Source: an optimization exercise on an open RTL-to-GDS flow (aim: small area and a short achievable clock period). Production flows keep margins and buffers that such runs may drop. Only simulation tests tie the RTL to the original design; equivalence was not proved.

## flow/design.v (module list and top-level ports; edited modules follow where they fit)
// module mac_sequencer: 2609 lines
// module mac_fa: 10 lines
// module mac_ha: 9 lines
module mac_sequencer #(
    parameter int ADDR_W = 21,
    parameter int CNT_W  = 4,
    parameter int STRIDE = 8,
    parameter int DATA_W = 64
) (
    input  logic                      clk,
    input  logic                      rst_n,
    input  logic                      start,
    input  logic [ADDR_W-1:0]         start_addr,
    input  logic [CNT_W-1:0]          start_count,
    output logic                      busy,
    output logic [ADDR_W+CNT_W:0]     mir,
    output logic                      mem_req,
    output logic [ADDR_W-1:0]         mem_addr,
    input  logic                      mem_ack,
    input  logic [DATA_W-1:0]         mem_rdata,
    output logic [DATA_W-1:0]         acc_out,
    output logic                      done
);
  // ...
==> flow/run.sh <==
#!/bin/bash
# synth_recipe.tcl (not shown) runs the flow's synth.tcl, then flattens the netlist and writes it again
# the make line also repeats each setting of config.mk as NAME=value (left out here)
make -C /OpenROAD-flow-scripts/flow DESIGN_CONFIG=/design/flow/config.mk WORK_HOME=/design/flow/orfs CLKGATE_MAP_FILE= SYNTH_SCRIPT=/design/flow/synth_recipe.tcl finish
==> flow/config.mk <==
export PLATFORM = sky130hd
export DESIGN_NAME = mac_sequencer
export DESIGN_NICKNAME = mac_sequencer
export VERILOG_FILES = /design/flow/design.v
export SDC_FILE = /design/flow/constraint.sdc
export NUM_CORES = 4
export LEC_CHECK = 0
export ABC_AREA = 1
export CAP_MARGIN = 20
export CORE_MARGIN = 2
export CORE_UTILIZATION = 40
export CTS_CLUSTER_DIAMETER = 80
export CTS_CLUSTER_SIZE = 24
export SETUP_SLACK_MARGIN = 5
export SLEW_MARGIN = 20
export SYNTH_HIERARCHICAL = 1
export SYNTH_MINIMUM_KEEP_SIZE = 0
==> flow/constraint.sdc <==
create_clock -name core_clock -period 10.0 [get_ports {clk}]
set_input_delay 2.0000 -clock core_clock [delete_from_list [all_inputs] [get_ports {clk}]]
set_output_delay 2.0000 -clock core_clock [all_outputs]
set_load 0.01 [all_outputs]
==> results.sh, run 1 <==
export IMPL_status="finished clean"
export IMPL_start_util_pct=40.3
export IMPL_final_common_cell="xor2_1"
export IMPL_buffer_area_share_pct=7.34
export IMPL_synth_edf_count=0
export IMPL_rr_endpoint="acc_q[62]"
export IMPL_setup_tns_ps=0
export IMPL_inv_count=226
export IMPL_routedWlPerCell_um=26.0
export IMPL_cts_setup_buffers=1
export IMPL_die_x_um=283
export IMPL_taps=1040
export IMPL_synthTopCellsByCount="xor2_1, fa_1, o22ai_1"
export IMPL_wl_met2_um=49400
export IMPL_worstSetupEndpoint="ps_q[70]"
export IMPL_critical_path_buf_inv_count=3
export IMPL_worstHoldEndpoint="addr_q[2]"
export IMPL_rows=102
export IMPL_maxCapViolations=0
export IMPL_setup_violations=0
export IMPL_finalHoldViolations=0
export IMPL_crit_top_cell="fa_1"
export IMPL_diodes=0
export IMPL_clockBufferCount=30
export IMPL_synth_ff_type="dfxtp_1"
export IMPL_path_delay_family="adder cells"
export IMPL_largest_reg_flops=207
export IMPL_grtUsageMet2_pct=43.2
export IMPL_final_cell_mix="xor2_1, o22ai_1, fa_1"
==> inputs of run 2 (changes only) <==
==> flow/flow/run.sh (new file) <==
#!/bin/bash
# The standard ORFS layout (standard.sh), with the smallest buffer on the ports
# (buffer_ports -buffer_cell); repair_timing upsizes the ones on critical paths.
set -uo pipefail
bash standard.sh 'BUFFER_PORTS_ARGS=-buffer_cell sky130_fd_sc_hd__buf_1' finish > make_finish.log 2>&1
==> flow/standard.sh (new file) <==
#!/bin/bash
# synth_recipe.tcl (not shown) runs the flow's synth.tcl, then flattens the netlist and writes it again
# the make line also repeats each setting of config.mk as NAME=value (left out here)
make -C /OpenROAD-flow-scripts/flow DESIGN_CONFIG=/design/flow/config.mk WORK_HOME=/design/flow/orfs CLKGATE_MAP_FILE= SYNTH_SCRIPT=/design/flow/synth_recipe.tcl "${@:-finish}"
removed: flow/run.sh
==> run 2 against run 1 <==
Compared with the run above:
- hold slack gained 7.6 ps
- final area shrank 3.8%
- via count shrank 2.0%
- synthesized cell count is the same
- still clean
- critical path type unchanged
- cell count is essentially flat
- sequential share of layout area grew 0.74 points
- largest cell class unchanged
==> results.sh, run 2 <==
export IMPL_clkSinkCount=301
export IMPL_grt_setup_unrepaired="yes"
export IMPL_ys_ff_latch=301
export IMPL_hold_slack_ps=530
export IMPL_period_needed_ps=5100
export IMPL_fmax_mhz=196
export IMPL_yosysSeqAreaShare_pct=20.9
export IMPL_finalClockSkew_ps=33.8
export IMPL_async_flop_share_pct=31.2
export IMPL_grt_pass1_wl_um=153000
export IMPL_crit_top_cell="fa_1"
export IMPL_rows=102
export IMPL_critical_path_class="input pin to register"
export IMPL_r2r_setup_slack_ps=5250
export IMPL_synth_ff_type="dfxtp_1"
export IMPL_crit_path_end_kind="register"
export IMPL_hold_path_cell_count=2
export IMPL_regMostFlops="ps_q"
export IMPL_nFillCells=7421
export IMPL_reg2reg_depth=21
export IMPL_die_x_um=283
export IMPL_synth_compound_area_share_pct=13.9
export IMPL_synth_area_leaders="fa_1, xor2_1, dfxtp_1, o22ai_1, dfrtp_1"
export IMPL_synth_most_common_cell="xor2_1"
export IMPL_maxCapViolations=0
export IMPL_start_kind="input pin"
export IMPL_synth_avg_cell_area_um2=10.1
export IMPL_largest_reg_flops=207
export IMPL_status="finished clean"
export IMPL_syn_num_nets=3802
export IMPL_grt_util_all_layers_pct=25.3
export IMPL_worstPathMaxFanout=39
export IMPL_synthCells=3072
export IMPL_grt_pass1_vias=24933
export IMPL_ys_warn_count=9
export IMPL_synth_cell_area_um2=31100
export IMPL_clk_path_buf_depth=3
export IMPL_yosys_cell_types_count=45
export IMPL_gp_congestion=0.869
export IMPL_cp_data_required_time_ps=10460
export IMPL_multi_input_area_um2=22800
export IMPL_worst_pin_slew_ps=1060
export IMPL_clock_latency_ps=600
export IMPL_num_vias=24196
export IMPL_drc=0
export IMPL_slew_viol_final=0
export IMPL_synthTopCellsByCount="xor2_1, fa_1, o22ai_1"
export IMPL_rr_endpoint="acc_q[61]"
export IMPL_die_area_um2=80000
export IMPL_synth_xor_xnor_area_share_pct=15.3
export IMPL_drt_antenna_violating_nets=0
export IMPL_cts_tree="done"
export IMPL_coreArea_um2=77200
export IMPL_final_cell_mix="xor2_1, o22ai_1, fa_1"
export IMPL_setup_tns_ps=0
export IMPL_reg_largest_list="ps_q: 207 flops, acc_q: 64 flops, addr_q: 21 flops"
export IMPL_pre_cts_slack_ps=3970
export IMPL_grt_remaining_overflow=0
export IMPL_clk_pin_slew_ps=80
export IMPL_final_common_cell="xor2_1"
export IMPL_dieHeight_um=283
export IMPL_max_stage_delay_ps=590
export IMPL_regArea_um2=6500
export IMPL_dp_hpwl_um=65700
export IMPL_synth_adder_area_share_pct=38.0
export IMPL_holdCritPathClass="register to register"
export IMPL_hold_start="valid_q"
export IMPL_worstHoldEndpoint="valid_q"
export IMPL_ios=207
export IMPL_timing_final_crit_share_pct=51.0
export IMPL_max_slew_margin_pct=29.3
export IMPL_layout_setup_ws_ps=4900
export IMPL_grt_antenna_before_repair=3
export IMPL_initialDrtViolationCount=2600
export IMPL_worstPathCellList="clkbuf_2, buf_6, nand2_1, nor2_1, a21oi_4, o22ai_1, xor2_1, fa_1, fa_1, fa_1"
export IMPL_muxShareOfSynthArea_pct=0
export IMPL_vias_per_cell=5.85
export IMPL_yosys_area_top_type="fa_1"
export IMPL_port_buffers=206
export IMPL_synth_top_area_share_pct=32.9
export IMPL_setup_violations=0
export IMPL_drive_gt1_share_pct=7.04
export IMPL_wirelength_um=101000
export IMPL_routedWlPerCell_um=24.4
export IMPL_root_buffer="clkbuf_16"
export IMPL_cts_buffers=26
export IMPL_synth_edf_count=0
export IMPL_worstPathArrival_ps=5560
export IMPL_start_util_pct=40.3
export IMPL_finalHoldViolations=0
export IMPL_area_delta_synth_final_pct=8.72
export IMPL_firstDrtPassIters=6
export IMPL_htree_levels=1
export IMPL_grt_max_degree=107
export IMPL_worstReg2RegStart="acc_q[27]"
export IMPL_fin_nets=3807
export IMPL_synth_top_family_by_area="adder cells"
export IMPL_cts_hold_buffers_added=0
export IMPL_critPathSlowestCell="fa_1"
export IMPL_yosys_area_share_simple_pct=4.93
==> run 2: how the worst max path moves through the flow <==
stage | startpoint | to | slack, ps | cells past startpoint
after global placement | mem_rdata[27] | ps_q[145] | 3990 | 10
final | mem_rdata[7] | ps_q[70] | 4900 | 10
after CTS | mem_rdata[13] | ps_q[145] | 4960 | 11
after detailed placement | mem_rdata[27] | ps_q[145] | 3970 | 10
after global routing | mem_rdata[7] | ps_q[70] | 4930 | 10
after floorplan | mem_rdata[5] | ps_q[70] | 5330 | 10
==> run 2: timing repair <==
action                                  in CTS  in global routing
buffers inserted                             0                  4
resized for setup                           28                 32
gates cloned                                 5                  0
pin swaps                                    4                  3
endpoints found under the setup margin     123                 89
==> run 2: through the flow <==
| step | instance area [um^2] | std cells | utilization (%) |
|---|---|---|---|
| after floorplan | 31100 | 3072 | - |
| after global placement | 32600 | 4080 | 42.2 |
| after detailed placement | 32600 | 4080 | 42.2 |
| after CTS | 33700 | 4133 | 43.6 |
| after global routing | 33800 | 4138 | 43.8 |
| final | 33800 | 4138 | 43.8 |
==> run 2: cell families (layout without fill, tap and decap cells) <==
kind of cell / Yosys count / after routing
AO/OA/AOI/OAI: 707 / 712
XOR/XNOR: 545 / 545
adder cells (fa/ha/maj): 637 / 637
AND/OR/NAND/NOR: 349 / 349
buffers and inverters: 533 / 553
flip-flops: 301 / 301
other: 0 / 1
==> run 2: modules after synthesis, one instance, submodules excluded <==
module | flip-flops and latches | copies in the design | cells | area (um^2)
mac_sequencer | 301 | 1 | 2543 | 20900
mac_fa | 0 | 484 | 1 | 20.0
mac_ha | 0 | 45 | 1 | 12.5
==> run 2: critical path, delay by kind of cell <==
kind                       cells  cell delay [ps]
adders and majority gates      3             1540
and+or+nand+nor                2              740
buffers and inverters          2              480
AOI/OAI and AO/OA              2              460
xor gates and xnor gates       1              240
==> run 2: layer usage <==
metal | wire length (um) | GRT usage, % | vias up
li1 | - | - | 10316
met1 | 39300 | 32.4 | 12196
met2 | 47400 | 40.8 | 1385
met3 | 10300 | 6.94 | 295
met4 | 4070 | 9.62 | 4
met5 | 17 | 0 | -
==> run 2: layout make-up <==
cell class                 instances  area share, %
multi-input combinational       2243           67.4
sequential                       301           19.2
timing repair buffer             279           4.15
tap                             1040           3.85
inverter                         226           2.51
clock buffer                      32           2.21
clock inverter                    16          0.610
antenna                            1        0.00740
==> inputs of run 3 (changes only) <==
==> flow/flow/run.sh (replaced) <==
#!/bin/bash
# The standard ORFS layout (standard.sh), with the smallest buffer on the ports
# (buffer_ports -buffer_cell), and repair_timing aiming for a few tenths of a ns more
# setup slack than the standard flow's setting allows, to cover the routed parasitics.
set -uo pipefail
bash standard.sh SETUP_SLACK_MARGIN=5.6 'BUFFER_PORTS_ARGS=-buffer_cell sky130_fd_sc_hd__buf_1' finish > make_finish.log 2>&1
--- a/flow/config.mk
+++ b/flow/config.mk
@@ -12,5 +12,4 @@
 export CTS_CLUSTER_DIAMETER = 80
 export CTS_CLUSTER_SIZE = 24
-export SETUP_SLACK_MARGIN = 5
 export SLEW_MARGIN = 20
 export SYNTH_HIERARCHICAL = 1
==> run 3 against run 2 <==
Compared with the run above:
- final area up 8.7%
- clock skew down 2.0 ps
==> results.sh, run 3 <==
export IMPL_status="finished clean"
export IMPL_cts_hold_buffers_added=0
export IMPL_grt_antenna_before_repair=1
export IMPL_rows=102
export IMPL_maxCapViolations=0
export IMPL_synthCells=3072
export IMPL_setup_tns_ps=0
export IMPL_ys_warn_count=9
export IMPL_synth_area_leaders="fa_1, xor2_1, dfxtp_1, o22ai_1, dfrtp_1"
export IMPL_critPathSlowestCell="fa_1"
export IMPL_nFillCells=7070
export IMPL_yosysSeqAreaShare_pct=20.9
export IMPL_drc=0
export IMPL_synth_cell_area_um2=31100
export IMPL_grt_remaining_overflow=0
export IMPL_area_delta_synth_final_pct=18.2
export IMPL_yosys_area_top_type="fa_1"
export IMPL_synth_avg_cell_area_um2=10.1
export IMPL_routedWlPerCell_um=26.6
export IMPL_dieHeight_um=283
export IMPL_finalHoldViolations=0
export IMPL_clk_pin_slew_ps=80
export IMPL_synthTopCellsByCount="xor2_1, fa_1, o22ai_1"
export IMPL_dp_hpwl_um=65700
export IMPL_largest_reg_flops=207
export IMPL_clk_path_buf_depth=3
export IMPL_grt_max_degree=85
export IMPL_ys_ff_latch=301
export IMPL_layout_setup_ws_ps=5530
export IMPL_r2r_setup_slack_ps=5560
export IMPL_worstPathMaxFanout=10
export IMPL_timing_final_crit_share_pct=44.7
export IMPL_worstPathArrival_ps=4960
export IMPL_ios=207
export IMPL_final_cell_mix="xor2_1, o22ai_1, fa_1"
export IMPL_regMostFlops="ps_q"
export IMPL_fmax_mhz=223
export IMPL_synth_most_common_cell="xor2_1"
export IMPL_htree_levels=1
export IMPL_vias_per_cell=6.07
export IMPL_fin_nets=3929
export IMPL_syn_num_nets=3802
export IMPL_synth_ff_type="dfxtp_1"
export IMPL_path_delay_family="adder cells"
export IMPL_firstDrtPassIters=6
export IMPL_cts_tree="done"
export IMPL_design_area_um2=36800
export IMPL_start_kind="input pin"
export IMPL_period_needed_ps=4470
export IMPL_pre_cts_slack_ps=4010
export IMPL_critical_path_class="input pin to register"
export IMPL_crit_path_end_kind="register"
export IMPL_setup_violations=0
export IMPL_wirelength_um=113000
export IMPL_yosys_cell_types_count=45
export IMPL_grt_pass1_wl_um=160000
export IMPL_critical_path_buf_inv_count=3
export IMPL_start_util_pct=40.3
export IMPL_die_area_um2=80000
export IMPL_num_vias=25847
export IMPL_final_common_cell="xor2_1"
export IMPL_finalClockSkew_ps=31.8
export IMPL_drive_gt1_share_pct=14.9
export IMPL_worst_pin_slew_ps=939
export IMPL_die_x_um=283
export IMPL_root_buffer="clkbuf_16"
export IMPL_slew_viol_final=0
export IMPL_place_area_um2=32700
export IMPL_initialDrtViolationCount=3318
export IMPL_max_stage_delay_ps=580
export IMPL_grt_pass1_vias=25653
export IMPL_grt_util_all_layers_pct=26.6
export IMPL_clock_latency_ps=610
export IMPL_crit_top_cell="fa_1"
export IMPL_cts_buffers=27
export IMPL_coreArea_um2=77200
export IMPL_clkSinkCount=301
export IMPL_max_slew_margin_pct=37.2
export IMPL_worstPathCellList="buf_2, buf_12, nand2_4, nor2_4, a21oi_4, buf_12, o22ai_1, xor2_1, fa_1, fa_1, fa_1"
export IMPL_synth_edf_count=0
export IMPL_holdCritPathClass="register to register"
export IMPL_async_flop_share_pct=31.2
export IMPL_port_buffers=206
export IMPL_reg_largest_list="ps_q: 207 flops, acc_q: 64 flops, addr_q: 21 flops"
export IMPL_synth_top_area_share_pct=32.9
export IMPL_cp_data_required_time_ps=10480
export IMPL_drt_antenna_violating_nets=0
export IMPL_grt_setup_unrepaired="yes"
export IMPL_gp_congestion=0.874
==> run 3: cell counts after synthesis <==
Identical to the previous run, type by type.
==> run 3: cell families after synthesis <==
kind of cell    Yosys count  synth area share (%)
buf+inv                 533                  6.95
fa+ha+maj               637                  38.0
compound gates          707                  13.9
xor+xnor                545                  15.3
flops                   301                  20.9
simple gates            349                  4.93
==> run 3: layout make-up <==
| cell class | count | area (um^2) | area share (%) |
|---|---|---|---|
| sequential | 301 | 6500 | 17.7 |
| timing repair inverter | 1 | 7.51 | 0.0204 |
| clock buffer | 29 | 693 | 1.89 |
| clock inverter | 20 | 319 | 0.868 |
| tap | 1040 | 1300 | 3.54 |
| inverter | 226 | 873 | 2.38 |
| timing repair buffer | 392 | 3240 | 8.81 |
| antenna | 1 | 2.50 | 0.00681 |
| multi-input combinational | 2250 | 23800 | 64.8 |
==> run 3: per-layer routing <==
| metal | vias to the layer above | global-route usage [%] | share of wire [%] |
|---|---|---|---|
| li1 | 10599 | - | - |
| met1 | 12730 | 34.0 | 36 |
| met2 | 2014 | 41.8 | 44 |
| met3 | 504 | 7.38 | 13 |
| met4 | 0 | 12.3 | 6.3 |
| met5 | - | 0 | 0 |
==> run 3: path summary, 6_finish.rpt <==
path,startpoint,end,depth (start not counted)
max,mem_rdata[1],ps_q[74],11
min,addr_q[0],addr_q[0],2
max reg2reg,acc_q[29],acc_q[62],20
min reg2reg,addr_q[0],addr_q[0],2
max in group asynchronous,rst_n,acc_q[59],3
min in group asynchronous,rst_n,acc_q[11],1
==> run 3: repair_timing <==
item	CTS	global route
buffers inserted	49	42
gates resized for setup	200	128
pin swaps	44	59
cloned	16	20
endpoints found under the setup margin	229	110
==> run 3: modules after synthesis, one instance, submodules excluded <==
module	times used	flip-flops and latches
mac_fa	484	0
mac_sequencer	1	301
mac_ha	45	0
==> run 3: worst reg2reg max path, cell delays in order, from the launching register on <==
cell and delay, ps:
dfrtp_2 450, fa_1 630, fa_2 480, fa_2 570
ha_4 210, ha_4 230, a21oi_4 130, nor2_1 50
nor2_1 80, nand2_1 90, a21oi_4 180, nand2_8 120
nand2_4 100, nand2_8 70, nand2_4 70, nand2_4 60
nand2_2 70, nand2_2 60, a21oi_2 160, fa_2 450
o21ai_1 110
==> run 3: per-stage QoR <==
step / hold WS [ps] / instances / util (%)
floorplan: 474 / 3072 / -
global placement: 492 / 4083 / 42.4
detailed placement: 509 / 4083 / 42.4
CTS: 529 / 4197 / 45.8
global route: 564 / 4260 / 47.6
finish: 523 / 4260 / 47.6
==> inputs of run 4 (changes only) <==
==> flow/flow/run.sh (replaced) <==
#!/bin/bash
# The standard ORFS layout (standard.sh), with the smallest buffer on the ports
# (buffer_ports -buffer_cell), and repair_timing aiming for a few tenths of a ns more
# setup slack than the standard flow's setting allows, to cover the routed parasitics.
set -uo pipefail
bash standard.sh SETUP_SLACK_MARGIN=5.45 'BUFFER_PORTS_ARGS=-buffer_cell sky130_fd_sc_hd__buf_1' finish > make_finish.log 2>&1
==> run 4 against run 3 <==
Compared with the run above:
- cell count decreased by 1.1%
- setup slack got worse by 110 ps
- routed wire length is 4.7% lower
- clock skew grew 9.9 ps
- largest cell class unchanged
- core utilization down 1.5 points
- area after synthesis is the same
- highest routed layer is now met5
- critical path type is now register to register
==> results.sh, run 4 <==
export IMPL_grt_max_degree=61
export IMPL_pre_cts_slack_ps=3950
export IMPL_final_cell_mix="xor2_1, o22ai_1, fa_1"
export IMPL_max_slew_margin_pct=35.2
export IMPL_grt_pass1_wl_um=158000
export IMPL_fin_util_pct=46.1
export IMPL_worstPathCellList="fa_2, fa_1, fa_1, ha_4, ha_1, nand2_1, nor2_1, nor2_1, nand2_2, a21oi_4, nand2_8, nand2_4, nand2_8, nand2_4, nand2_4, nand2_4, nand2_4, a21oi_4, fa_2, o21ai_2"
export IMPL_wirelength_um=108000
export IMPL_hold_start="addr_q[2]"
export IMPL_critical_path_buf_inv_count=0
export IMPL_worstPathMaxFanout=4
export IMPL_ys_ff_latch=301
export IMPL_finalHoldViolations=0
export IMPL_worstPathArrival_ps=5090
export IMPL_layout_setup_ws_ps=5420
export IMPL_num_vias=25215
export IMPL_r2r_setup_slack_ps=5420
export IMPL_grt_remaining_overflow=0
export IMPL_setup_tns_ps=0
export IMPL_rr_endpoint="acc_q[62]"
export IMPL_clkSinkCount=301
export IMPL_htree_levels=1
export IMPL_yosys_area_top_type="fa_1"
export IMPL_path_delay_family="adder cells"
export IMPL_firstDrtPassIters=6
export IMPL_clock_latency_ps=620
export IMPL_clk_path_buf_depth=3
export IMPL_synth_avg_cell_area_um2=10.1
export IMPL_setup_violations=0
export IMPL_cts_buffers=26
export IMPL_reg2reg_depth=20
export IMPL_dieHeight_um=283
export IMPL_holdCritPathClass="register to register"
export IMPL_synthCells=3072
export IMPL_cts_hold_buffers_added=0
export IMPL_fmax_mhz=218
export IMPL_die_area_um2=80000
export IMPL_initialDrtViolationCount=3146
export IMPL_grt_setup_unrepaired="yes"
export IMPL_regMostFlops="ps_q"
export IMPL_ys_warn_count=9
export IMPL_synth_edf_count=0
export IMPL_status="finished clean"
export IMPL_maxCapViolations=0
export IMPL_final_common_cell="xor2_1"
export IMPL_crit_path_end_kind="register"
export IMPL_grt_pass1_vias=25680
export IMPL_coreArea_um2=77200
export IMPL_largest_reg_flops=207
export IMPL_start_kind="register"
export IMPL_finalClockSkew_ps=41.7
export IMPL_drc=0
export IMPL_synth_area_leaders="fa_1, xor2_1, dfxtp_1, o22ai_1, dfrtp_1"
export IMPL_slew_viol_final=0
export IMPL_crit_top_cell="nand2_4"
export IMPL_ios=207
export IMPL_worstReg2RegStart="acc_q[30]"
export IMPL_synthTopCellsByCount="xor2_1, fa_1, o22ai_1"
export IMPL_synth_top_area_share_pct=32.9
export IMPL_area_delta_synth_final_pct=14.4
export IMPL_root_buffer="clkbuf_16"
export IMPL_die_x_um=283
export IMPL_async_flop_share_pct=31.2
export IMPL_reg_largest_list="ps_q: 207 flops, acc_q: 64 flops, addr_q: 21 flops"
export IMPL_worstHoldEndpoint="addr_q[2]"
export IMPL_worst_pin_slew_ps=969
export IMPL_max_stage_delay_ps=600
export IMPL_port_buffers=206
export IMPL_start_util_pct=40.3
export IMPL_regArea_um2=6500
export IMPL_cts_tree="done"
export IMPL_place_area_um2=32600
export IMPL_design_area_um2=35600
export IMPL_critPathSlowestCell="fa_1"
export IMPL_drive_gt1_share_pct=11.7
export IMPL_gp_congestion=0.897
export IMPL_rows=102
export IMPL_routedWlPerCell_um=25.6
export IMPL_yosysSeqAreaShare_pct=20.9
export IMPL_synth_ff_type="dfxtp_1"
export IMPL_grt_util_all_layers_pct=26.1
export IMPL_synth_cell_area_um2=31100
export IMPL_yosys_cell_types_count=45
export IMPL_hold_path_cell_count=2
export IMPL_multi_input_area_um2=23500
export IMPL_cp_data_required_time_ps=10510
export IMPL_period_needed_ps=4580
export IMPL_grt_antenna_before_repair=5
export IMPL_critical_path_class="register to register"
export IMPL_syn_num_nets=3802
export IMPL_clk_pin_slew_ps=90
export IMPL_drt_antenna_violating_nets=0
export IMPL_timing_final_crit_share_pct=45.8
export IMPL_vias_per_cell=5.98
export IMPL_nFillCells=7182
export IMPL_dp_hpwl_um=65800
export IMPL_fin_nets=3882
export IMPL_synth_most_common_cell="xor2_1"
-- run 4: cell counts after synthesis --
Identical to the previous run, type by type.
-- run 4: what timing repair did --
item                                    CTS  global route
resized for setup                       145           116
endpoints found under the setup margin  212            96
buffers inserted                         30            29
gates cloned                              9            13
pin swaps                                25            41
-- run 4: kinds of logic (layout without fill, tap and decap cells) --
kind of cell               Yosys count  after routing  synth area share [%]
DFF                                301            301                  20.9
xor gates and xnor gates           545            545                  15.3
AOI/OAI and AO/OA                  707            716                  13.9
adders and majority gates          637            637                  38.0
other                                0              2                     0
and+or+nand+nor                    349            350                  4.93
buffers and inverters              533            623                  6.95
-- run 4: modules after synthesis, one instance, submodules excluded --
| module | flops+latches | cells inside | copies in the design | cell area (um^2) |
|---|---|---|---|---|
| mac_sequencer | 301 | 2543 | 1 | 20900 |
| mac_fa | 0 | 1 | 484 | 20.0 |
| mac_ha | 0 | 1 | 45 | 12.5 |
-- run 4: final cells by class --
type | instances | share of cell area (%)
Timing Repair Buffer | 349 | 7.04
Tap cell | 1040 | 3.66
Sequential cell | 301 | 18.3
Multi-Input combinational cell | 2248 | 66.0
Antenna cell | 2 | 0.0141
Inverter | 226 | 2.41
Clock buffer | 30 | 1.96
Clock inverter | 18 | 0.672
-- run 4: worst max path at each step --
stage	cells after the start	end	start
floorplan	10	ps_q[74]	mem_rdata[9]
global placement	9	ps_q[70]	mem_rdata[9]
detailed placement	9	ps_q[141]	mem_rdata[9]
CTS	11	ps_q[145]	mem_rdata[29]
global route	20	acc_q[62]	acc_q[29]
finish	20	acc_q[62]	acc_q[30]
-- run 4: stage by stage --
step | std cells | hold slack [ps]
6_report | 4214 | 530
5_1_grt | 4213 | 557
4_1_cts | 4170 | 536
3_5_place_dp | 4083 | 516
3_3_place_gp | 4083 | 492
2_1_floorplan | 3072 | 474
-- run 4: worst reg2reg max path: stages (launching register included) --
cell     delay [ps]
dfrtp_2         450
fa_2            540
fa_1            430
fa_1            600
ha_4            230
ha_1            270
nand2_1         140
nor2_1           70
nor2_1          170
nand2_2          80
a21oi_4         170
nand2_8         130
nand2_4         120
nand2_8          70
nand2_4          70
nand2_4          60
nand2_4          90
nand2_4          60
a21oi_4         160
fa_2            460
o21ai_2         110
-- run 4: layer usage --
| layer | up-vias | track usage [%] | wire length, um |
|---|---|---|---|
| met5 | - | 0.549 | 103 |
| met4 | 8 | 11.2 | 5660 |
| met3 | 425 | 7.06 | 12900 |
| met2 | 1793 | 41.3 | 48800 |
| met1 | 12500 | 33.7 | 40600 |
| li1 | 10489 | - | - |
==> inputs of run 5 (changes only) <==
--- a/flow/config.mk
+++ b/flow/config.mk
@@ -10,6 +10,6 @@
 export CORE_MARGIN = 2
 export CORE_UTILIZATION = 40
-export CTS_CLUSTER_DIAMETER = 80
-export CTS_CLUSTER_SIZE = 24
+export CTS_CLUSTER_DIAMETER = 100
+export CTS_CLUSTER_SIZE = 30
 export SLEW_MARGIN = 20
 export SYNTH_HIERARCHICAL = 1
==> run 5 against run 4 <==
Compared with the run above:
- largest cell class unchanged
- area after synthesis unchanged
- critical path type is now input pin to register
- critical endpoint is now ps_q[106]
- register-to-register slack better by 90 ps
- highest routed layer unchanged
==> results.sh, run 5 <==
export IMPL_grt_util_all_layers_pct=26.0
export IMPL_synth_top_area_share_pct=32.9
export IMPL_async_flop_share_pct=31.2
export IMPL_die_area_um2=80000
export IMPL_worst_pin_slew_ps=939
export IMPL_start_kind="input pin"
export IMPL_regMostFlops="ps_q"
export IMPL_timing_final_crit_share_pct=45.5
export IMPL_dieHeight_um=283
export IMPL_root_buffer="clkbuf_16"
export IMPL_die_x_um=283
export IMPL_grt_pass1_wl_um=157000
export IMPL_synth_edf_count=0
export IMPL_grt_setup_unrepaired="yes"
export IMPL_status="finished clean"
export IMPL_vias_per_cell=6.07
export IMPL_synth_ff_type="dfxtp_1"
export IMPL_drt_antenna_violating_nets=0
export IMPL_fin_util_pct=46.1
export IMPL_cp_data_required_time_ps=10460
export IMPL_synth_cell_area_um2=31100
export IMPL_crit_path_end_kind="register"
export IMPL_reg_largest_list="ps_q: 207 flops, acc_q: 64 flops, addr_q: 21 flops"
export IMPL_fin_nets=3880
export IMPL_final_cell_mix="xor2_1, o22ai_1, fa_1"
export IMPL_area_delta_synth_final_pct=14.4
export IMPL_rows=102
export IMPL_yosysSeqAreaShare_pct=20.9
export IMPL_finalClockSkew_ps=29.8
export IMPL_htree_levels=1
export IMPL_dp_hpwl_um=65800
export IMPL_yosys_area_top_type="fa_1"
export IMPL_synth_area_leaders="fa_1, xor2_1, dfxtp_1, o22ai_1, dfrtp_1"
export IMPL_num_vias=25530
export IMPL_fmax_mhz=220
export IMPL_synth_most_common_cell="xor2_1"
export IMPL_cts_hold_buffers_added=0
export IMPL_hold_path_cell_count=2
export IMPL_max_slew_margin_pct=37.3
export IMPL_drive_gt1_share_pct=12.0
export IMPL_yosys_cell_types_count=45
export IMPL_clk_pin_slew_ps=100
export IMPL_initialDrtViolationCount=3256
export IMPL_worstPathArrival_ps=5010
export IMPL_pre_cts_slack_ps=3950
export IMPL_grt_remaining_overflow=0
export IMPL_grt_antenna_before_repair=5
export IMPL_start_util_pct=40.3
export IMPL_nFillCells=7197
export IMPL_firstDrtPassIters=9
export IMPL_drc=0
export IMPL_stdcell_count=4206
export IMPL_setup_tns_ps=0
export IMPL_ys_ff_latch=301
export IMPL_critical_path_class="input pin to register"
export IMPL_cts_tree="done"
export IMPL_place_area_um2=32600
export IMPL_hold_slack_ps=533
export IMPL_gp_congestion=0.897
export IMPL_clkSinkCount=301
export IMPL_slew_viol_final=0
export IMPL_layout_setup_ws_ps=5450
export IMPL_coreArea_um2=77200
export IMPL_ys_warn_count=9
export IMPL_synthCells=3072
export IMPL_synth_avg_cell_area_um2=10.1
export IMPL_setup_violations=0
export IMPL_worstPathMaxFanout=17
export IMPL_numPlacedInstances=4083
export IMPL_clk_path_buf_depth=3
export IMPL_grt_max_degree=61
export IMPL_ios=207
export IMPL_syn_num_nets=3802
export IMPL_wirelength_um=110000
export IMPL_period_needed_ps=4550
export IMPL_largest_reg_flops=207
export IMPL_maxCapViolations=0
export IMPL_synthTopCellsByCount="xor2_1, fa_1, o22ai_1"
export IMPL_design_area_um2=35600
export IMPL_reg2reg_depth=19
export IMPL_holdCritPathClass="register to register"
export IMPL_cts_buffers=19
export IMPL_grt_pass1_vias=25608
export IMPL_port_buffers=206
export IMPL_routedWlPerCell_um=26.1
export IMPL_final_common_cell="xor2_1"
export IMPL_finalHoldViolations=0
export IMPL_clock_latency_ps=580
run 5: final timing paths:
check,startpoint,slack [ps],end
worst max-delay path,mem_rdata[11],5450,ps_q[106]
worst min-delay path,addr_q[2],530,addr_q[2]
worst max register to register,acc_q[29],5510,acc_q[38]
worst min register to register,addr_q[2],530,addr_q[2]
max in group asynchronous,rst_n,7150,acc_q[3]
min in group asynchronous,rst_n,1410,acc_q[12]
run 5: timing repair:
| action | 4_1_cts | 5_1_grt |
|---|---|---|
| pin swaps | 16 | 48 |
| setup endpoints to repair | 213 | 98 |
| gates resized for setup | 146 | 141 |
| cloned | 9 | 17 |
| setup buffers | 31 | 29 |
run 5: layout make-up:
type	count	area (um^2)	area share, %
Clock inverter	12	171	0.482
Clock buffer	22	497	1.40
Multi-Input combinational cell	2247	23600	66.2
Inverter	226	850	2.39
Sequential cell	301	6510	18.3
Timing Repair Buffer	355	2710	7.61
Antenna cell	3	7.51	0.0211
Tap cell	1040	1300	3.66
run 5: cell families after synthesis:
kind of cell | share of synthesized area [%]
fa+ha+maj | 38.0
xor+xnor | 15.3
compound gates | 13.9
flops | 20.9
buf+inv | 6.95
simple gates | 4.93
run 5: critical path: stages:
cell      delay, ps
clkbuf_8        250
nand2_1         230
nand2_4         290
buf_4           330
o22ai_1         130
xor2_1          200
fa_1            510
fa_1            620
fa_1            420
run 5: metal layers:
layer  wire (um)  track usage, %  up-vias
met3       13500            6.84      444
met5          23           0.183        -
li1            -               -    10479
met2       49200            41.5     1899
met1       40900            33.6    12704
met4        6010            10.6        4
run 5: modules after synthesis (local to each module, per instance):
module         flops+latches  cells inside  cell area, um^2  copies in the design
mac_fa                     0             1             20.0                   484
mac_ha                     0             1             12.5                    45
mac_sequencer            301          2543            20900                     1
==> inputs of run 6 (changes only) <==
--- a/flow/config.mk
+++ b/flow/config.mk
@@ -9,5 +9,5 @@
 export CAP_MARGIN = 20
 export CORE_MARGIN = 2
-export CORE_UTILIZATION = 40
+export CORE_UTILIZATION = 50
 export CTS_CLUSTER_DIAMETER = 100
 export CTS_CLUSTER_SIZE = 30
==> run 6 against run 5 <==
Compared with the run above:
- hold slack better by 0.54 ps
- critical path depth is 10 higher
- count of clock-buffer cells in the layout stayed put
- largest cell class unchanged
- still clean
==> results.sh, run 6 <==
export IMPL_critical_path_class="register to register"
export IMPL_largest_reg_flops=207
export IMPL_status="finished clean"
export IMPL_dieHeight_um=253
export IMPL_die_area_um2=64200
export IMPL_wirelength_um=117000
export IMPL_port_buffers=206
export IMPL_max_stage_delay_ps=610
export IMPL_route_met3_wl_um=16500
export IMPL_vias_per_cell=6.69
export IMPL_synthCells=3072
export IMPL_clk_pin_slew_ps=100
export IMPL_initialDrtViolationCount=4172
export IMPL_grt_antenna_before_repair=0
export IMPL_clock_latency_ps=580
export IMPL_finalClockSkew_ps=48.1
export IMPL_grt_max_degree=69
export IMPL_slew_viol_final=0
export IMPL_yosys_cell_types_count=45
export IMPL_async_flop_share_pct=31.2
export IMPL_clk_path_buf_depth=3
export IMPL_top_layer="met5"
export IMPL_hold_path_cell_count=2
export IMPL_synth_cell_area_um2=31100
export IMPL_wl_met2_um=51000
export IMPL_period_needed_ps=4610
export IMPL_yosys_area_top_type="fa_1"
export IMPL_nFillCells=5249
export IMPL_ys_warn_count=9
export IMPL_synth_area_leaders="fa_1, xor2_1, dfxtp_1, o22ai_1, dfrtp_1"
export IMPL_timing_final_crit_share_pct=46.1
export IMPL_final_common_cell="xor2_1"
export IMPL_crit_path_end_kind="register"
export IMPL_worstPathCellList="fa_2, fa_2, fa_2, ha_4, ha_4, a21o_1, nor2_1, nand2_1, a21oi_4, nand2_8, nand2_4, nand2_8, nand2_4, nand2_4, nand2_1, nand2_2, a21oi_2, fa_2, o21ai_1"
export IMPL_num_vias=26810
export IMPL_regMostFlops="ps_q"
export IMPL_dp_hpwl_um=65600
export IMPL_grt_util_all_layers_pct=34.5
export IMPL_fin_nets=3887
export IMPL_grt_remaining_overflow=0
export IMPL_reg_largest_list="ps_q: 207 flops, acc_q: 64 flops, addr_q: 21 flops"
export IMPL_cts_tree="done"
export IMPL_ys_ff_latch=301
export IMPL_maxCapViolations=0
export IMPL_ios=207
export IMPL_grt_pass1_vias=27541
export IMPL_cts_buffers=19
export IMPL_worstPathArrival_ps=5080
export IMPL_drt_antenna_violating_nets=0
export IMPL_worstPathMaxFanout=4
export IMPL_clkSinkCount=301
export IMPL_htree_levels=1
export IMPL_gp_congestion=0.910
export IMPL_setup_violations=0
export IMPL_cp_data_required_time_ps=10470
export IMPL_synth_avg_cell_area_um2=10.1
export IMPL_final_cell_mix="xor2_1, o22ai_1, fa_1"
export IMPL_synth_most_common_cell="xor2_1"
export IMPL_critPathSlowestCell="fa_2"
export IMPL_start_kind="register"
export IMPL_routedWlPerCell_um=29.1
export IMPL_die_x_um=253
export IMPL_fmax_mhz=217
export IMPL_finalHoldViolations=0
export IMPL_drc=0
export IMPL_rows=91
export IMPL_synthTopCellsByCount="xor2_1, fa_1, o22ai_1"
export IMPL_root_buffer="clkbuf_16"
export IMPL_firstDrtPassIters=10
export IMPL_grt_setup_unrepaired="yes"
export IMPL_reg2reg_depth=19
export IMPL_synth_top_area_share_pct=32.9
export IMPL_start_util_pct=50.5
export IMPL_area_delta_synth_final_pct=14.3
export IMPL_holdCritPathClass="register to register"
export IMPL_yosysSeqAreaShare_pct=20.9
export IMPL_crit_top_cell="fa_2"
export IMPL_met1_length_um=41500
export IMPL_grt_pass1_wl_um=167000
export IMPL_synth_ff_type="dfxtp_1"
export IMPL_max_slew_margin_pct=32.0
export IMPL_coreArea_um2=61600
export IMPL_synth_edf_count=0
export IMPL_worst_pin_slew_ps=1020
export IMPL_drive_gt1_share_pct=11.9
export IMPL_setup_tns_ps=0
export IMPL_syn_num_nets=3802
## run 6: cell counts after synthesis
Identical to the previous run, type by type.
## run 6: cell families (layout without fill, tap and decap cells)
group | after synthesis | in the layout | share of synthesized area (%)
compound gates | 707 | 715 | 13.9
simple gates | 349 | 355 | 4.93
fa+ha+maj | 637 | 637 | 38.0
other cells | 0 | 2 | 0
xor+xnor | 545 | 545 | 15.3
flops | 301 | 301 | 20.9
buf+inv | 533 | 616 | 6.95
## run 6: cell type report
type	instances	area [um^2]	share of cell area, %
well taps	837	1050	2.95
diodes	2	5.00	0.0141
repair buffers	357	2920	8.21
clock inverters	11	123	0.345
clock buffers	22	487	1.37
inverters	226	861	2.42
flip-flops and latches	301	6510	18.3
multi-input cells	2252	23600	66.4
## run 6: path summary, 6_finish.rpt
path,start,to,slack (ps)
min in group asynchronous,rst_n,acc_q[11],1490
setup / recovery,acc_q[31],acc_q[62],5390
setup reg to reg,acc_q[31],acc_q[62],5390
max in group asynchronous,rst_n,acc_q[44],7090
hold reg to reg,addr_q[2],addr_q[2],530
hold / removal,addr_q[2],addr_q[2],530
## run 6: Yosys stat by module, one instance, submodules excluded
module | times used | cells | cell area, um^2
mac_sequencer | 1 | 2543 | 20900
mac_ha | 45 | 1 | 12.5
mac_fa | 484 | 1 | 20.0
## run 6: worst max-delay path: cells and delay by family, from the launching register on
| family | cells | cell delay (ps) |
|---|---|---|
| simple gates | 9 | 910 |
| compound gates | 4 | 620 |
| flops | 1 | 440 |
| fa+ha+maj | 6 | 2500 |
## run 6: per-layer routing
layer,GRT usage (%),up-vias
li1,-,10463
met1,43.3,13268
met2,53.6,2346
met3,11.4,731
met4,16.9,2
met5,0,-
## run 6: per-stage QoR
stage	cells	instance area, um^2	utilization (%)	hold slack, ps	setup WS (ps)
3_3_place_gp	3878	32300	52.5	497	3680
3_5_place_dp	3880	32400	52.6	516	3820
5_1_grt	4006	35500	57.7	577	5360
2_1_floorplan	3072	31200	-	474	5420
4_1_cts	3963	34500	56.0	539	5390
6_report	4008	35600	57.7	534	5390
## run 6: timing repair
action | CTS | global route
pin swaps | 26 | 42
endpoints found under the hold margin | 0 | 0
setup endpoints to repair | 219 | 102
gates cloned | 14 | 19
hold buffers | 0 | 0
gates resized for setup | 177 | 106
setup buffers | 36 | 24
==> inputs of run 7 (changes only) <==
--- a/flow/config.mk
+++ b/flow/config.mk
@@ -9,5 +9,5 @@
 export CAP_MARGIN = 20
 export CORE_MARGIN = 2
-export CORE_UTILIZATION = 50
+export CORE_UTILIZATION = 40
 export CTS_CLUSTER_DIAMETER = 100
 export CTS_CLUSTER_SIZE = 30
@@ -15,2 +15,3 @@
 export SYNTH_HIERARCHICAL = 1
 export SYNTH_MINIMUM_KEEP_SIZE = 0
+export TNS_END_PERCENT = 0
==> run 7 against run 6 <==
Compared with the run above:
- sequential cell count stayed put
- register-to-register slack better by 130 ps
- clock skew is 21 ps lower
- largest cell class unchanged
- count of clock-buffer cells in the layout is 2 lower
- still clean
- sequential share of layout area is 0.28 points higher
==> results.sh, run 7 <==
export IMPL_status="finished clean"
export IMPL_clk_pin_slew_ps=100
export IMPL_worstPathMaxFanout=32
export IMPL_die_x_um=283
export IMPL_synth_edf_count=0
export IMPL_num_vias=24685
export IMPL_clk_path_buf_depth=3
export IMPL_maxCapViolations=0
export IMPL_grt_util_all_layers_pct=25.6
export IMPL_stdcell_count=4171
export IMPL_firstDrtPassIters=6
export IMPL_crit_path_end_kind="register"
export IMPL_ys_ff_latch=301
export IMPL_wirelength_um=105000
export IMPL_drive_gt1_share_pct=10.1
export IMPL_grtUsageMet2_pct=40.9
export IMPL_grt_remaining_overflow=0
export IMPL_yosys_cell_types_count=45
export IMPL_reg_largest_list="ps_q: 207 flops, acc_q: 64 flops, addr_q: 21 flops"
export IMPL_worst_pin_slew_ps=954
export IMPL_synthTopCellsByCount="xor2_1, fa_1, o22ai_1"
export IMPL_synth_avg_cell_area_um2=10.1
export IMPL_clkSinkCount=301
export IMPL_gp_congestion=0.900
export IMPL_synth_top_area_share_pct=32.9
export IMPL_grt_max_degree=63
export IMPL_coreArea_um2=77200
export IMPL_synth_most_common_cell="xor2_1"
export IMPL_slew_viol_final=0
export IMPL_regMostFlops="ps_q"
export IMPL_die_area_um2=80000
export IMPL_routedWlPerCell_um=25.1
export IMPL_fin_util_pct=45.3
export IMPL_final_common_cell="xor2_1"
export IMPL_ys_warn_count=9
export IMPL_ios=207
export IMPL_dp_hpwl_um=65600
export IMPL_max_slew_margin_pct=36.3
export IMPL_htree_levels=1
export IMPL_cts_hold_buffers_added=0
export IMPL_synth_cell_area_um2=31100
export IMPL_fin_nets=3847
export IMPL_fmax_mhz=218
export IMPL_start_kind="input pin"
export IMPL_largest_reg_flops=207
export IMPL_holdCritPathClass="register to register"
export IMPL_initialDrtViolationCount=2915
export IMPL_yosysSeqAreaShare_pct=20.9
export IMPL_port_buffers=206
export IMPL_setup_tns_ps=0
export IMPL_async_flop_share_pct=31.2
export IMPL_rows=102
export IMPL_worstPathArrival_ps=5040
export IMPL_synthCells=3072
export IMPL_setup_violations=0
export IMPL_grt_antenna_before_repair=4
export IMPL_finalHoldViolations=0
export IMPL_gr_usage_met3_pct=6.48
export IMPL_dieHeight_um=283
export IMPL_syn_num_nets=3802
export IMPL_vias_per_cell=5.92
export IMPL_drt_antenna_violating_nets=0
export IMPL_numPlacedInstances=4080
export IMPL_synth_area_leaders="fa_1, xor2_1, dfxtp_1, o22ai_1, dfrtp_1"
export IMPL_start_util_pct=40.3
export IMPL_grt_pass1_vias=25094
export IMPL_grt_setup_unrepaired="yes"
export IMPL_grt_pass1_wl_um=155000
export IMPL_top_usage_layer="met2"
export IMPL_drc=0
export IMPL_use_met1_pct=33.7
export IMPL_period_needed_ps=4590
export IMPL_root_buffer="clkbuf_16"
export IMPL_cp_data_required_time_ps=10440
export IMPL_synth_ff_type="dfxtp_1"
export IMPL_area_delta_synth_final_pct=12.5
export IMPL_clock_latency_ps=580
export IMPL_final_cell_mix="xor2_1, o22ai_1, fa_1"
export IMPL_critical_path_class="input pin to register"
export IMPL_timing_final_crit_share_pct=45.9
export IMPL_cts_tree="done"
export IMPL_finalClockSkew_ps=27.3
export IMPL_yosys_area_top_type="fa_1"
export IMPL_cts_buffers=19
-- run 7: cell counts after synthesis --
Identical to the previous run, type by type.
-- run 7: worst paths after layout --
| path | startpoint | depth (start not counted) | endpoint | slack [ps] |
|---|---|---|---|---|
| worst max-delay path | mem_rdata[11] | 11 | ps_q[70] | 5410 |
| worst min-delay path | addr_q[1] | 2 | addr_q[1] | 530 |
| worst max register to register | acc_q[25] | 22 | acc_q[62] | 5520 |
| worst min register to register | addr_q[1] | 2 | addr_q[1] | 530 |
| max in group asynchronous | rst_n | 2 | acc_q[56] | 7290 |
| min in group asynchronous | rst_n | 1 | acc_q[8] | 1420 |
-- run 7: cell families after synthesis --
| kind of cell | synth area share, % |
|---|---|
| buf+inv | 6.95 |
| simple gates | 4.93 |
| fa+ha+maj | 38.0 |
| flops | 20.9 |
| xor+xnor | 15.3 |
| compound gates | 13.9 |
-- run 7: through the flow --
| step | cell area, um^2 | setup slack [ps] | hold slack, ps |
|---|---|---|---|
| after floorplan | 31100 | 5420 | 474 |
| after global placement | 32600 | 4110 | 492 |
| after detailed placement | 32600 | 4100 | 519 |
| after CTS | 34000 | 5400 | 544 |
| after global routing | 35000 | 5330 | 572 |
| final | 35000 | 5410 | 535 |
-- run 7: area by class of cell --
class                   instances  area, um^2
fillers                      7230       42200
inverters                     226         850
clock inverters                13         211
clock buffers                  20         479
well taps                    1040        1300
diodes                          2        5.00
repair buffers                323        2240
multi-input cells            2246       23400
flip-flops and latches        301        6500
-- run 7: layer usage --
layer | part of all wire (%) | vias up | wire length, um
li1 | - | 10385 | -
met1 | 38 | 12350 | 40100
met2 | 46 | 1621 | 48100
met3 | 11 | 325 | 12100
met4 | 4.3 | 4 | 4510
met5 | 0.047 | - | 49
-- run 7: critical path, stage by stage --
cell	delay [ps]
clkbuf_2	220
buf_12	240
nor2_4	250
inv_1	70
nand2_1	120
buf_12	220
o22ai_1	120
xor2_1	200
fa_1	540
fa_1	600
fa_1	440
-- run 7: per-module statistics from Yosys, one instance, submodules excluded --
module | cells inside | flops+latches | area (um^2) | times used
mac_sequencer | 2543 | 301 | 20900 | 1
mac_fa | 1 | 0 | 20.0 | 484
mac_ha | 1 | 0 | 12.5 | 45
-- run 7: timing repair --
item | CTS | global route
cloned | 9 | 6
endpoints found under the setup margin | 210 | 132
buffers inserted | 11 | 30
pin swaps | 13 | 37
gates resized for setup | 121 | 98
==> inputs of run 8 (changes only) <==
==> flow/flow/run.sh (replaced) <==
#!/bin/bash
# The standard ORFS layout (standard.sh), with the smallest buffer on the ports
# (buffer_ports -buffer_cell), and repair_timing aiming for a few tenths of a ns more
# setup slack than the standard flow's setting allows, to cover the routed parasitics.
set -uo pipefail
bash standard.sh SETUP_SLACK_MARGIN=5.3 'BUFFER_PORTS_ARGS=-buffer_cell sky130_fd_sc_hd__buf_1' finish > make_finish.log 2>&1
--- a/flow/config.mk
+++ b/flow/config.mk
@@ -10,8 +10,7 @@
 export CORE_MARGIN = 2
 export CORE_UTILIZATION = 40
-export CTS_CLUSTER_DIAMETER = 100
-export CTS_CLUSTER_SIZE = 30
+export CTS_CLUSTER_DIAMETER = 80
+export CTS_CLUSTER_SIZE = 24
 export SLEW_MARGIN = 20
 export SYNTH_HIERARCHICAL = 1
 export SYNTH_MINIMUM_KEEP_SIZE = 0
-export TNS_END_PERCENT = 0
==> run 8 against run 7 <==
Compared with the run above:
- count of clock-buffer cells in the layout increased by 12
- global-route usage decreased by 0.28 points
- routed wire length decreased by 2.6%
- hold slack got worse by 5.2 ps
- highest routed layer unchanged
- cell count decreased by 0.48%
- critical path depth decreased by 1
- via count decreased by 1.5%
- critical endpoint unchanged
==> results.sh, run 8 <==
export IMPL_status="finished clean"
export IMPL_hold_start="valid_q"
export IMPL_synth_ff_type="dfxtp_1"
export IMPL_reg_largest_list="ps_q: 207 flops, acc_q: 64 flops, addr_q: 21 flops"
export IMPL_slew_viol_final=0
export IMPL_setup_tns_ps=0
export IMPL_fmax_mhz=212
export IMPL_regArea_um2=6500
export IMPL_synth_avg_cell_area_um2=10.1
export IMPL_clk_pin_slew_ps=80
export IMPL_start_util_pct=40.3
export IMPL_maxCapViolations=0
export IMPL_gp_congestion=0.869
export IMPL_critical_path_class="input pin to register"
export IMPL_clkSinkCount=301
export IMPL_start_kind="input pin"
export IMPL_wl_met2_um=48300
export IMPL_initialDrtViolationCount=2392
export IMPL_grt_antenna_before_repair=3
export IMPL_holdCritPathClass="register to register"
export IMPL_top_layer="met5"
export IMPL_yosys_cell_types_count=45
export IMPL_routedWlPerCell_um=24.6
export IMPL_synthTopCellsByCount="xor2_1, fa_1, o22ai_1"
export IMPL_worstHoldEndpoint="valid_q"
export IMPL_crit_start="mem_rdata[9]"
export IMPL_finalClockSkew_ps=32.9
export IMPL_drt_antenna_violating_nets=0
export IMPL_wirelength_um=102000
export IMPL_port_buffers=206
export IMPL_synth_top_area_share_pct=32.9
export IMPL_yosys_area_top_type="fa_1"
export IMPL_final_cell_mix="xor2_1, o22ai_1, fa_1"
export IMPL_pre_cts_slack_ps=3970
export IMPL_final_common_cell="xor2_1"
export IMPL_hold_path_cell_count=2
export IMPL_yosysSeqAreaShare_pct=20.9
export IMPL_dp_hpwl_um=65700
export IMPL_reg2reg_depth=17
export IMPL_clk_path_buf_depth=3
export IMPL_worstPathMaxFanout=40
export IMPL_worstReg2RegStart="acc_q[31]"
export IMPL_cts_buffers=26
export IMPL_met1_length_um=39000
export IMPL_coreArea_um2=77200
export IMPL_ys_warn_count=9
export IMPL_setup_violations=0
export IMPL_largest_reg_flops=207
export IMPL_fin_nets=3820
export IMPL_grt_max_degree=107
export IMPL_root_buffer="clkbuf_16"
export IMPL_syn_num_nets=3802
export IMPL_grt_pass1_wl_um=154000
export IMPL_crit_path_end_kind="register"
export IMPL_grt_setup_unrepaired="yes"
export IMPL_die_area_um2=80000
export IMPL_vias_per_cell=5.86
export IMPL_grt_remaining_overflow=0
export IMPL_ys_ff_latch=301
export IMPL_synthCells=3072
export IMPL_async_flop_share_pct=31.2
export IMPL_synth_cell_area_um2=31100
export IMPL_timing_final_crit_share_pct=47.1
export IMPL_num_vias=24324
export IMPL_finalHoldViolations=0
export IMPL_layout_setup_ws_ps=5290
export IMPL_period_needed_ps=4710
export IMPL_worstPathArrival_ps=5180
export IMPL_firstDrtPassIters=7
export IMPL_max_slew_margin_pct=30.1
export IMPL_regMostFlops="ps_q"
export IMPL_rows=102
export IMPL_synth_edf_count=0
export IMPL_grt_pass1_vias=24991
export IMPL_worst_pin_slew_ps=1050
export IMPL_r2r_setup_slack_ps=5350
export IMPL_synth_most_common_cell="xor2_1"
export IMPL_clock_latency_ps=600
export IMPL_dieHeight_um=283
export IMPL_die_x_um=283
export IMPL_route_met3_wl_um=10900
export IMPL_synth_area_leaders="fa_1, xor2_1, dfxtp_1, o22ai_1, dfrtp_1"
export IMPL_nFillCells=7344
export IMPL_drive_gt1_share_pct=9.20
export IMPL_drc=0
export IMPL_ios=207
export IMPL_cp_data_required_time_ps=10460
export IMPL_area_delta_synth_final_pct=10.9
export IMPL_rr_endpoint="acc_q[51]"
export IMPL_multi_input_area_um2=23200
export IMPL_htree_levels=1
export IMPL_cts_tree="done"
export IMPL_grt_util_all_layers_pct=25.4
[run 8: cell types whose count changed in the layout (fill, tap and decap cells not counted), moves of 6 or more]
cell     change
nand2_1      +7
nor2_1       +6
buf_4       -12
a21oi_4      -7
nor2_4       -7
buf_12      -16
[run 8: logic make-up (layout without fill, tap and decap cells)]
| logic type | Yosys count | count (layout) | share of synthesized area [%] |
|---|---|---|---|
| AO/OA/AOI/OAI | 707 | 712 | 13.9 |
| adder cells (fa/ha/maj) | 637 | 637 | 38.0 |
| flip-flops | 301 | 301 | 20.9 |
| XOR/XNOR | 545 | 545 | 15.3 |
| other | 0 | 1 | 0 |
| buffers and inverters | 533 | 566 | 6.95 |
| AND/OR/NAND/NOR | 349 | 349 | 4.93 |
[run 8: cell type report]
class	count	share of cell area, %
Antenna cell	1	0.00725
Clock buffer	32	2.17
Inverter	226	2.47
Clock inverter	16	0.598
Multi-Input combinational cell	2243	67.2
Tap cell	1040	3.77
Timing Repair Buffer	292	4.95
Sequential cell	301	18.9
[run 8: repair_timing]
item,in CTS,in global routing
endpoints found under the setup margin,194,96
buffers inserted,6,10
resized for setup,92,93
pin swaps,9,22
hold buffers,0,0
cloned,5,1
[run 8: layer usage]
layer	up-vias	GRT usage [%]
met3	287	6.80
met5	-	0
met4	4	9.58
met1	12207	32.6
li1	10352	-
met2	1474	40.9
[run 8: how the worst max path moves through the flow]
stage / slack, ps / to / depth (start not counted)
global placement: 3990 / ps_q[145] / 10
global route: 5230 / acc_q[62] / 20
finish: 5290 / ps_q[70] / 10
CTS: 5300 / acc_q[31] / 17
detailed placement: 3970 / ps_q[145] / 10
floorplan: 5330 / ps_q[70] / 10
[run 8: modules after synthesis, one instance, submodules excluded]
module / flip-flops and latches / cells
mac_fa: 0 / 1
mac_ha: 0 / 1
mac_sequencer: 301 / 2543
[run 8: stage by stage]
stage / utilization, % / cell area (um^2) / hold WS [ps] / cells
final: 44.7 / 34500 / 530 / 4151
after detailed placement: 42.2 / 32600 / 507 / 4080
after floorplan: - / 31100 / 474 / 3072
after CTS: 44.0 / 34000 / 536 / 4139
after global placement: 42.2 / 32600 / 493 / 4080
after global routing: 44.7 / 34500 / 565 / 4151
[run 8: worst max-delay path: stages]
cell	delay [ps]
clkbuf_2	110
buf_12	270
nand2_1	230
nor2_2	330
a21oi_4	180
o22ai_1	200
xor2_1	240
fa_1	500
fa_1	600
fa_1	430
==> inputs of run 9 (changes only) <==
--- a/flow/config.mk
+++ b/flow/config.mk
@@ -10,6 +10,7 @@
 export CORE_MARGIN = 2
 export CORE_UTILIZATION = 40
-export CTS_CLUSTER_DIAMETER = 80
-export CTS_CLUSTER_SIZE = 24
+export CTS_CLUSTER_DIAMETER = 100
+export CTS_CLUSTER_SIZE = 30
+export GPL_ROUTABILITY_DRIVEN = 0
 export SLEW_MARGIN = 20
 export SYNTH_HIERARCHICAL = 1
==> run 9 against run 8 <==
Compared with the run above:
- critical path depth stayed put
- fmax increased by 0.36%
- routed wire length increased by 0.25%
- final area down 0.57%
- sequential share of layout area up 0.11 points
- global-route usage increased by 0.11 points
- non-clock buffer count stayed put
- critical endpoint is now ps_q[100]
==> results.sh, run 9 <==
export IMPL_reg_largest_list="ps_q: 207 flops, acc_q: 64 flops, addr_q: 21 flops"
export IMPL_fmax_mhz=213
export IMPL_dieHeight_um=283
export IMPL_slew_viol_final=0
export IMPL_cts_buffers=21
export IMPL_wirelength_um=102000
export IMPL_critPathSlowestCell="fa_1"
export IMPL_finalHoldViolations=0
export IMPL_yosysSeqAreaShare_pct=20.9
export IMPL_synth_edf_count=0
export IMPL_clock_latency_ps=590
export IMPL_synthCells=3072
export IMPL_htree_levels=1
export IMPL_fin_util_pct=44.4
export IMPL_synth_top_area_share_pct=32.9
export IMPL_grt_remaining_overflow=0
export IMPL_setup_violations=0
export IMPL_drive_gt1_share_pct=8.58
export IMPL_largest_reg_flops=207
export IMPL_initialDrtViolationCount=2665
export IMPL_worstPathArrival_ps=5170
export IMPL_grt_antenna_before_repair=4
export IMPL_numPlacedInstances=4080
export IMPL_r2r_setup_slack_ps=5410
export IMPL_die_x_um=283
export IMPL_status="finished clean"
export IMPL_finalClockSkew_ps=33.0
export IMPL_maxCapViolations=0
export IMPL_synth_most_common_cell="xor2_1"
export IMPL_period_needed_ps=4690
export IMPL_max_slew_margin_pct=29.8
export IMPL_grt_util_all_layers_pct=25.5
export IMPL_crit_path_end_kind="register"
export IMPL_clk_path_buf_depth=3
export IMPL_vias_per_cell=5.86
export IMPL_critical_path_buf_inv_count=3
export IMPL_clk_pin_slew_ps=110
export IMPL_timing_final_crit_share_pct=46.9
export IMPL_place_area_um2=32600
export IMPL_regMostFlops="ps_q"
export IMPL_max_stage_delay_ps=490
export IMPL_fin_nets=3815
export IMPL_routedWlPerCell_um=24.7
export IMPL_synth_ff_type="dfxtp_1"
export IMPL_grt_setup_unrepaired="yes"
export IMPL_critical_path_class="input pin to register"
export IMPL_dp_hpwl_um=65700
export IMPL_synth_area_leaders="fa_1, xor2_1, dfxtp_1, o22ai_1, dfrtp_1"
export IMPL_final_cell_mix="xor2_1, o22ai_1, fa_1"
export IMPL_cts_tree="done"
export IMPL_worstPathMaxFanout=39
export IMPL_worst_pin_slew_ps=1050
export IMPL_grt_pass1_vias=25112
export IMPL_port_buffers=206
export IMPL_coreArea_um2=77200
export IMPL_synth_cell_area_um2=31100
export IMPL_holdCritPathClass="register to register"
export IMPL_area_delta_synth_final_pct=10.3
export IMPL_crit_top_cell="fa_1"
export IMPL_grt_max_degree=107
export IMPL_path_delay_family="adder cells"
export IMPL_ys_warn_count=9
export IMPL_drt_antenna_violating_nets=0
export IMPL_syn_num_nets=3802
export IMPL_rows=102
export IMPL_setup_tns_ps=0
export IMPL_root_buffer="clkbuf_16"
export IMPL_stdcell_count=4141
export IMPL_grt_pass1_wl_um=154000
export IMPL_yosys_area_top_type="fa_1"
export IMPL_ios=207
export IMPL_ys_ff_latch=301
export IMPL_yosys_cell_types_count=45
export IMPL_synth_avg_cell_area_um2=10.1
export IMPL_design_area_um2=34300
export IMPL_async_flop_share_pct=31.2
export IMPL_firstDrtPassIters=6
export IMPL_start_kind="input pin"
export IMPL_final_common_cell="xor2_1"
export IMPL_start_util_pct=40.3
export IMPL_worstPathCellList="clkbuf_2, buf_12, nor2_1, a21oi_4, buf_6, o22ai_1, xor2_1, fa_1, fa_1, fa_1"
export IMPL_clkSinkCount=301
export IMPL_synthTopCellsByCount="xor2_1, fa_1, o22ai_1"
export IMPL_drc=0
export IMPL_cp_data_required_time_ps=10470
export IMPL_die_area_um2=80000
export IMPL_num_vias=24284
==> run 9: cell counts after synthesis <==
Identical to the previous run, type by type.
==> run 9: worst min-delay path: cells and delay by family (launching register included) <==
kind | cells | cell delay (ps)
AO/OA/AOI/OAI | 2 | 140
flip-flops | 1 | 350
==> run 9: per-stage QoR <==
step                hold slack (ps)  worst slack (ps)
global route                    564              5220
finish                          525              5310
detailed placement              507              3970
floorplan                       474              5330
global placement                493              3990
CTS                             534              5300
==> run 9: repair_timing <==
| action | 4_1_cts | 5_1_grt |
|---|---|---|
| hold buffers | 0 | 0 |
| setup endpoints to repair | 198 | 96 |
| pin swaps | 10 | 16 |
| resized for setup | 92 | 81 |
| cloned | 5 | 1 |
| buffers inserted | 10 | 6 |
==> run 9: kinds of logic after synthesis <==
group	Yosys count	share of synthesized area [%]
AOI/OAI and AO/OA	707	13.9
adders and majority gates	637	38.0
xor gates and xnor gates	545	15.3
buffers and inverters	533	6.95
and+or+nand+nor	349	4.93
DFF	301	20.9
==> run 9: area by class of cell <==
type,count,area (um^2)
Tap cell,1040,1300
Clock buffer,22,529
Timing Repair Buffer,292,1720
Clock inverter,16,283
Sequential cell,301,6500
Antenna cell,1,2.50
Inverter,226,850
Multi-Input combinational cell,2243,23100
Fill cell,7353,42900
==> run 9: routing by layer <==
| metal | vias to the layer above | track usage, % | share of wire (%) |
|---|---|---|---|
| li1 | 10324 | - | - |
| met1 | 12197 | 32.7 | 38 |
| met2 | 1468 | 41.0 | 47 |
| met3 | 291 | 6.79 | 11 |
| met4 | 4 | 10.0 | 4.0 |
| met5 | - | 0 | 0.021 |
==> run 9: final timing paths <==
check,from,end,cells after the start
worst max-delay path,mem_rdata[25],ps_q[100],10
max in group asynchronous,rst_n,acc_q[38],2
worst min-delay path,valid_q,valid_q,2
worst min register to register,valid_q,valid_q,2
worst max register to register,acc_q[31],acc_q[62],19
min in group asynchronous,rst_n,acc_q[8],1
==> run 9: modules after synthesis, one instance, submodules excluded <==
module	cells inside	copies in the design	flops+latches	area, um^2
mac_sequencer	2543	1	301	20900
mac_fa	1	484	0	20.0
mac_ha	1	45	0	12.5

## separate check: timing with driven ports
In the flow no input, the clock included, has a driving cell. The finished layouts below were timed again as built, in two steps.
Step 1 (the two cells are an assumption about what drives the block):
set clk [get_ports {clk}]
set_driving_cell -lib_cell sky130_fd_sc_hd__clkbuf_16 $clk
set_driving_cell -lib_cell sky130_fd_sc_hd__buf_2 [delete_from_list [all_inputs] $clk]
Step 2 also shifts input and output timing later by t, the mid clock arrival at the registers, as if the neighbouring blocks saw the same clock.
Slacks: no drivers / after step 1 / after step 2; pairs: no drivers / after step 1.
| run | shift t [ns] | slack for setup (ns) | worst slew at a driven data input, ns |
|---|---|---|---|
| run 1 | 0.662 | 5.012 / 5.042 / 4.380 | 0.09 |
| run 2 | 0.652 | 4.902 / 4.946 / 4.294 | 0.14 |
| run 3 | 0.671 | 5.526 / 5.554 / 4.883 | 0.15 |
| run 4 | 0.663 | 5.416 / 5.416 / 4.778 | 0.14 |
| run 5 | 0.631 | 5.450 / 5.479 / 4.848 | 0.14 |
| run 6 | 0.620 | 5.390 / 5.390 / 4.827 | 0.07 |
| run 7 | 0.628 | 5.407 / 5.449 / 4.821 | 0.15 |
| run 8 | 0.651 | 5.289 / 5.327 / 4.676 | 0.14 |
| run 9 | 0.645 | 5.305 / 5.350 / 4.705 | 0.13 |
After both steps every run listed still meets setup and hold. The setup slack of run 3, which loses most, moves by +0.028 ns with the drivers and by -0.643 ns with both steps.
